Context: an optimization exercise on an open-source flow, tuned for a short achievable clock period and few clock cycles per item. The choices shown serve that exercise and are no tape-out recipe.
Only simulation tests tie the RTL to the original design; equivalence was not proved.
Power and IR drop assume default switching activity.

==> flow/design.v (excerpt) <==
module datapath #(
  parameter isa_pkg::word_t PC_INIT = '0
) (
  input  wire logic           CLK,
  input  wire logic           nRST,
  output isa_pkg::word_t      imem_addr_o,
  input  isa_pkg::word_t      imem_load_i,
  input  wire logic           ihit_i,
  output logic                dmem_ren_o,
  output logic                dmem_wen_o,
  output isa_pkg::word_t      dmem_addr_o,
  output isa_pkg::word_t      dmem_store_o,
  input  isa_pkg::word_t      dmem_load_i,
  input  wire logic           dhit_i,
  output logic                halt_o
);
  localparam int BHT_BITS = 6;
  logic [9:0]               pc;
  logic                     fd_valid;
  logic                     dx_valid;
  isa_pkg::regbits_t        dx_wsel;
  logic                     dx_dren, dx_dwen, dx_halt, dx_br, dx_bne, dx_pred;
  logic                     dx_sub, dx_sel_add, dx_sel_and, dx_sel_or, dx_sel_slt;
  logic                     dx_fa, dx_fb;
  logic [1:0]               dx_fs;
  isa_pkg::regbits_t        xm_wsel;
  logic                     xm_dren, xm_dwen;
  logic [(1<<BHT_BITS)-1:0] bht_v, bht_t;
  isa_pkg::word_t           fd_instr;
  ...
Settings: LEC_CHECK=0, CAP_MARGIN=20, CORE_MARGIN=2, CORE_UTILIZATION=30, PLACE_DENSITY=0.45, SLEW_MARGIN=20, TNS_END_PERCENT=100; clock period 9.0 ns.
standard.sh (not shown) runs the stock make flow with config.mk's settings and CLKGATE_MAP_FILE= SYNTH_SCRIPT=/design/flow/synth_recipe.tcl, a recipe that flattens the netlist after the stock synthesis.
==> flow/flow/run.sh <==
#!/bin/bash
set -euo pipefail
cd "$(dirname "$0")/.."
bash standard.sh SETUP_SLACK_MARGIN=6.0 ABC_CLOCK_PERIOD_IN_PS=2800 finish > make_finish.log 2>&1
Testbench counts at the start, summed over its fixed seeds: cycles 118,832, instrs 113,530.
==> next run, changes <==
--- a/flow/design.v
+++ b/flow/design.v
@@ -169,15 +169,17 @@
   input  wire logic       sel_or_i,
   input  wire logic       sel_slt_i,
   output isa_pkg::word_t  result_o,
   output logic            equal_o
 );
   logic [32:0] sum;
+  logic        b_sign;
   logic        slt;
-  assign sum = {a_i, 1'b1} + {b_i ^ {32{sub_i}}, sub_i};
-  assign slt = (a_i[31] ^ b_i[31]) ? a_i[31] : sum[32];
+  assign sum    = {a_i, 1'b1} + {b_i, sub_i};
+  assign b_sign = b_i[31] ^ sub_i;
+  assign slt    = (a_i[31] ^ b_sign) ? a_i[31] : sum[32];
   assign result_o = ({32{sel_add_i}} & sum[32:1]) |
                     ({32{sel_and_i}} & (a_i & b_i)) |
                     ({32{sel_or_i}}  & (a_i | b_i)) |
                     {31'd0, sel_slt_i & slt};
   assign equal_o = (a_i == b_i);
 endmodule
@@ -227,25 +229,24 @@
   logic [9:0]               pc;
   logic                     fd_valid;
   logic                     dx_valid;
   isa_pkg::regbits_t        dx_wsel;
   logic                     dx_dren, dx_dwen, dx_halt, dx_br, dx_bne, dx_pred;
   logic                     dx_sub, dx_sel_add, dx_sel_and, dx_sel_or, dx_sel_slt;
-  logic                     dx_fa, dx_fb;
-  logic [1:0]               dx_fs;
+  logic                     dx_fs;
   isa_pkg::regbits_t        xm_wsel;
   logic                     xm_dren, xm_dwen;
   logic [(1<<BHT_BITS)-1:0] bht_v, bht_t;
   isa_pkg::word_t           fd_instr;
   logic [31:1]              fd_rs_oh, fd_rt_oh;
   logic                     fd_pred;
   logic [9:0]               fd_alt;
   logic [BHT_BITS-1:0]      fd_bi;
   logic [9:0]               dx_alt;
   logic [BHT_BITS-1:0]      dx_bi;
-  isa_pkg::word_t           dx_a, dx_b, dx_s;
+  isa_pkg::word_t           dx_a, dx_b, dx_s;    
   isa_pkg::word_t           xm_alu, xm_store;
   logic                     advance;
   isa_pkg::word_t           m_value;
   assign advance = ihit_i && (!(xm_dren || xm_dwen) || dhit_i) && !halt_o;
   logic [5:0]          f_op;
   logic                f_j, f_br, f_halt, f_spred, f_pred;
@@ -325,20 +326,18 @@
     .dx_dren_i (dx_valid && dx_dren),
     .fwd_a_o   (d_fa),
     .fwd_b_o   (d_fb),
     .fwd_s_o   (d_fs),
     .stall_o   (stall)
   );
-  isa_pkg::word_t e_a, e_b, e_s, e_result;
+  isa_pkg::word_t e_s, e_result;
   logic           e_equal, e_taken, mispredict, e_halt;
-  assign e_a = dx_fa ? xm_alu : dx_a;
-  assign e_b = dx_fb ? xm_alu : dx_b;
-  assign e_s = dx_fs[1] ? dmem_load_i : dx_fs[0] ? xm_alu : dx_s;
+  assign e_s = dx_fs ? dmem_load_i : dx_s;
   execute_stage ex (
-    .a_i       (e_a),
-    .b_i       (e_b),
+    .a_i       (dx_a),
+    .b_i       (dx_b),
     .sub_i     (dx_sub),
     .sel_add_i (dx_sel_add),
     .sel_and_i (dx_sel_and),
     .sel_or_i  (dx_sel_or),
     .sel_slt_i (dx_sel_slt),
     .result_o  (e_result),
@@ -361,15 +360,13 @@
       dx_pred    <= 1'b0;
       dx_sub     <= 1'b0;
       dx_sel_add <= 1'b0;
       dx_sel_and <= 1'b0;
       dx_sel_or  <= 1'b0;
       dx_sel_slt <= 1'b0;
-      dx_fa      <= '0;
-      dx_fb      <= '0;
-      dx_fs      <= '0;
+      dx_fs      <= 1'b0;
       xm_wsel    <= '0;
       xm_dren    <= 1'b0;
       xm_dwen    <= 1'b0;
     end else if (advance) begin
       xm_wsel <= dx_valid ? dx_wsel : 5'd0;
       xm_dren <= dx_valid && dx_dren;
@@ -384,30 +381,28 @@
       dx_pred    <= fd_pred;
       dx_sub     <= d_sub;
       dx_sel_add <= d_sel_add;
       dx_sel_and <= d_sel_and;
       dx_sel_or  <= d_sel_or;
       dx_sel_slt <= d_sel_slt;
-      dx_fa      <= d_fa;
-      dx_fb      <= !d_use_imm && d_fb;
-      dx_fs      <= d_fs;
+      dx_fs      <= d_fs[1];
       if (mispredict) pc <= dx_alt;
       else if (!stall) pc <= f_next;
       if (mispredict) fd_valid <= 1'b0;
       else if (!stall) fd_valid <= 1'b1;
     end
   end
   always_ff @(posedge CLK) begin
     if (advance) begin
       xm_alu   <= e_result;
       xm_store <= e_s;
       dx_alt   <= fd_alt;
       dx_bi    <= fd_bi;
-      dx_a     <= d_a;
-      dx_b     <= d_b;
-      dx_s     <= d_s;
+      dx_a     <= d_fa ? e_result : d_a;
+      dx_b     <= (!d_use_imm && d_fb) ? (e_result ^ {32{d_sub}}) : (d_b ^ {32{d_sub}});
+      dx_s     <= d_fs[0] ? e_result : d_s;
       if (!stall) begin
         fd_instr <= imem_load_i;
         fd_rs_oh <= f_rs_oh;
         fd_rt_oh <= f_rt_oh;
         fd_pred  <= f_pred;
         fd_alt   <= f_pred ? f_pc4 : f_btgt;
Outcome:
- The new run went through all stages and came out clean
- via count climbs by 3.8%
- combinational power falls by 63%
- worst setup slack improved by 0.40 ns
- non-clock buffer count is higher by 154
- maximum frequency increases by 12%
- first-iteration DRC count rose by 0.37%
- hold slack is better by 0.012 ns
- final cell count is higher by 2.0%
- cell area rose by 3.1%
- critical path depth decreases by 13
Testbench counts after the change, summed over its fixed seeds: cycles 118,832, instrs 113,530.

---

Setup of the baseline:
datapath, a different RTL version from the one above (not shown whole).
For scale: roughly 4800 cells after synthesis, ~64000 µm² of cells after synthesis.
==> flow/config.mk <==
export PLATFORM = sky130hd
export DESIGN_NAME = datapath
export DESIGN_NICKNAME = datapath
export VERILOG_FILES = /design/flow/design.v
export SDC_FILE = /design/flow/constraint.sdc
export NUM_CORES = 4
export LEC_CHECK = 0
export CAP_MARGIN = 20
export CORE_MARGIN = 2
export CORE_UTILIZATION = 50
export PLACE_DENSITY = 0.6
export SLEW_MARGIN = 20
export TNS_END_PERCENT = 100
==> flow/constraint.sdc <==
create_clock -name core_clock -period 9.0 [get_ports {CLK}]
set_input_delay 1.8000 -clock core_clock [delete_from_list [all_inputs] [get_ports {CLK}]]
set_output_delay 1.8000 -clock core_clock [all_outputs]
set_load 0.01 [all_outputs]
==> flow/flow/run.sh <==
#!/bin/bash
set -euo pipefail
cd "$(dirname "$0")/.."
bash standard.sh SETUP_SLACK_MARGIN=6.0 ABC_CLOCK_PERIOD_IN_PS=2800 \
  "BUFFER_PORTS_ARGS=-buffer_cell sky130_fd_sc_hd__buf_4" finish > make_finish.log 2>&1
Testbench counts of the baseline, summed over its fixed seeds: cycles 118,958, instrs 113,530.
Input changes introduced in the candidate (baseline for comparison: the baseline):
diff --git a/flow/design.v b/flow/design.v
--- a/flow/design.v
+++ b/flow/design.v
@@ -226,25 +226,27 @@
 module hazard_forward_unit (
   input  isa_pkg::regbits_t  rs_i,
   input  isa_pkg::regbits_t  rt_i,
   input  isa_pkg::regbits_t  st_i,
   input  isa_pkg::regbits_t  dx_wsel_i,    
   input  wire logic          dx_dren_i,
   output logic               fwd_a_o,      
   output logic               fwd_b_o,      
-  output logic [1:0]         fwd_s_o       
+  output logic [1:0]         fwd_s_o,      
+  output logic               stall_o
 );
   logic a_x, b_x, s_x;
   assign a_x = (rs_i != '0) && (rs_i == dx_wsel_i);
   assign b_x = (rt_i != '0) && (rt_i == dx_wsel_i);
   assign s_x = (st_i != '0) && (st_i == dx_wsel_i);
   assign fwd_a_o = a_x;
   assign fwd_b_o = b_x;
   assign fwd_s_o = {s_x && dx_dren_i, s_x && !dx_dren_i};
+  assign stall_o = dx_dren_i && (a_x || b_x);
 endmodule
 `default_nettype wire
 `timescale 1ns/1ps
 `default_nettype none
 module datapath #(
   parameter isa_pkg::word_t PC_INIT = '0
 ) (
   input  wire logic           CLK,
@@ -258,17 +260,16 @@
   output isa_pkg::word_t      dmem_store_o,
   input  isa_pkg::word_t      dmem_load_i,
   input  wire logic           dhit_i,
   output logic                halt_o
 );
   localparam int BHT_BITS = 5;
   logic [9:0]               pc;
   logic                     fd_valid;
-  logic                     fd_ldhaz;
   logic                     dx_valid;
   isa_pkg::regbits_t        dx_wsel;
   logic                     dx_dren, dx_dwen, dx_halt, dx_br, dx_bne, dx_pred, dx_spred;
   logic                     dx_sub, dx_sel_add, dx_sel_and, dx_sel_or, dx_sel_slt;
   logic                     dx_fs;
   isa_pkg::regbits_t        xm_wsel;
   logic                     xm_dren, xm_dwen;
   logic [(1<<BHT_BITS)-1:0] bht_flip;
@@ -378,43 +379,19 @@
   hazard_forward_unit hfu (
     .rs_i      (d_rs),
     .rt_i      (d_rt),
     .st_i      (d_st),
     .dx_wsel_i (dx_valid ? dx_wsel : 5'd0),
     .dx_dren_i (dx_valid && dx_dren),
     .fwd_a_o   (d_fa),
     .fwd_b_o   (d_fb),
-    .fwd_s_o   (d_fs)
+    .fwd_s_o   (d_fs),
+    .stall_o   (stall)
   );
-  isa_pkg::regbits_t f_rs, f_rt;
-  logic              f_ldhaz;
-  decode_unit fdu (
-    .instr_i   (imem_load_i),
-    .rs_o      (f_rs),
-    .rt_o      (f_rt),
-    .st_o      (),
-    .wsel_o    (),
-    .a_zero_o  (),
-    .use_imm_o (),
-    .imm32_o   (),
-    .sub_o     (),
-    .sel_add_o (),
-    .sel_and_o (),
-    .sel_or_o  (),
-    .sel_slt_o (),
-    .dren_o    (),
-    .dwen_o    (),
-    .halt_o    (),
-    .br_o      (),
-    .bne_o     ()
-  );
-  assign f_ldhaz = fd_valid && d_dren && (d_wsel != '0) &&
-                   ((f_rs == d_wsel) || (f_rt == d_wsel));
-  assign stall = fd_valid && fd_ldhaz && dx_valid;
   isa_pkg::word_t e_s, e_result;
   logic           e_equal, e_taken, mispredict, e_halt;
   assign e_s = dx_fs ? dmem_load_i : dx_s;
   execute_stage ex (
     .a_i       (dx_a),
     .b_i       (dx_b),
     .sub_i     (dx_sub),
     .sel_add_i (dx_sel_add),
@@ -426,17 +403,16 @@
   );
   assign e_taken    = e_equal ^ dx_bne;
   assign mispredict = dx_valid && dx_br && (e_taken != dx_pred);
   assign e_halt     = dx_valid && dx_halt;
   always_ff @(posedge CLK, negedge nRST) begin
     if (!nRST) begin
       pc         <= PC_INIT[11:2];
       fd_valid   <= 1'b0;
-      fd_ldhaz   <= 1'b0;
       dx_valid   <= 1'b0;
       dx_wsel    <= '0;
       dx_dren    <= 1'b0;
       dx_dwen    <= 1'b0;
       dx_halt    <= 1'b0;
       dx_br      <= 1'b0;
       dx_bne     <= 1'b0;
       dx_pred    <= 1'b0;
@@ -468,17 +444,16 @@
       dx_sel_and <= d_sel_and;
       dx_sel_or  <= d_sel_or;
       dx_sel_slt <= d_sel_slt;
       dx_fs      <= d_fs[1];
       if (mispredict) pc <= dx_alt;
       else if (!stall) pc <= f_next;
       if (mispredict) fd_valid <= 1'b0;
       else if (!stall) fd_valid <= 1'b1;
-      fd_ldhaz <= !stall && f_ldhaz;
     end
   end
   always_ff @(posedge CLK) begin
     if (advance) begin
       xm_alu   <= e_result;
       dx_alt   <= fd_pred ? fd_pc4 : fd_btgt;
       dx_bi    <= fd_bi;
       dx_a     <= d_fa ? e_result : d_a;
==> run notes <==
The candidate vs. the baseline: clock tree skew after final layout neither gained nor lost much, core region area lost 0.51%.
Comparing highest net fanout along the worst path for the candidate and the baseline, the bigger number came from the candidate.
Comparing the candidate and the baseline, the lower global-route usage was measured on the baseline.
Measured against each other, the candidate and the baseline differ in part of the power in combinational logic, the lower figure coming from the candidate.
Number of synthesized flops with an enable pin came out exactly the same in the candidate and the baseline.
| sequential cell count | the candidate vs the baseline | ≈ equal |
Taking the baseline as the reference, in the candidate area of the mapped netlist now smaller; final weighted congestion in routability-driven placement saw an increase; register bit total from synthesis held; number of clock buffer instances in the layout -11.
Full die area of the candidate falls short of that of the baseline slightly.
The lower post-synthesis to final-layout area growth of the candidate and the baseline is in the baseline.
Testbench counts of the candidate, summed over its fixed seeds: cycles 118,958, instrs 113,530.

==> port drivers added, routing unchanged <==
In the flow no input, the clock included, has a driving cell. The finished layouts below were timed again as built, in two steps. Step 1 (the two cells are an assumption about what drives the block):
set clk [get_ports {CLK}]
set_driving_cell -lib_cell sky130_fd_sc_hd__clkbuf_16 $clk
set_driving_cell -lib_cell sky130_fd_sc_hd__buf_2 [delete_from_list [all_inputs] $clk]
Step 2, shift: input delay + t, output delay - t, t = (earliest + latest rising clock arrival at the registers) / 2. This alone moves slack from input paths to output paths. Slacks: no drivers / after step 1 / after step 2; pairs: no drivers / after step 1.
| run | t (ns) | setup slack, ns | hold WS [ns] | worst setup path at the end | cell pins on the clock port's net |
|---|---|---|---|---|---|
| the first run of note 1 | 0.896 | 5.177 / 5.177 / 4.688 | 0.411 / 0.411 / 0.411 | input to register | 1 |
| the second run of note 1 | 0.919 | 5.572 / 5.477 / 4.812 | 0.424 / 0.424 / 0.424 | input to register | 1 |
| the baseline | 0.879 | 5.792 / 5.715 / 5.034 | 0.416 / 0.416 / 0.416 | input to register | 1 |
| the candidate | 0.873 | 5.634 / 5.588 / 4.912 | 0.427 / 0.427 / 0.427 | input to register | 1 |
After both steps setup and hold are still met in every run listed. For the second run of note 1, which loses most, drivers alone change the setup slack by -0.095 ns; drivers and shift together by -0.760 ns.
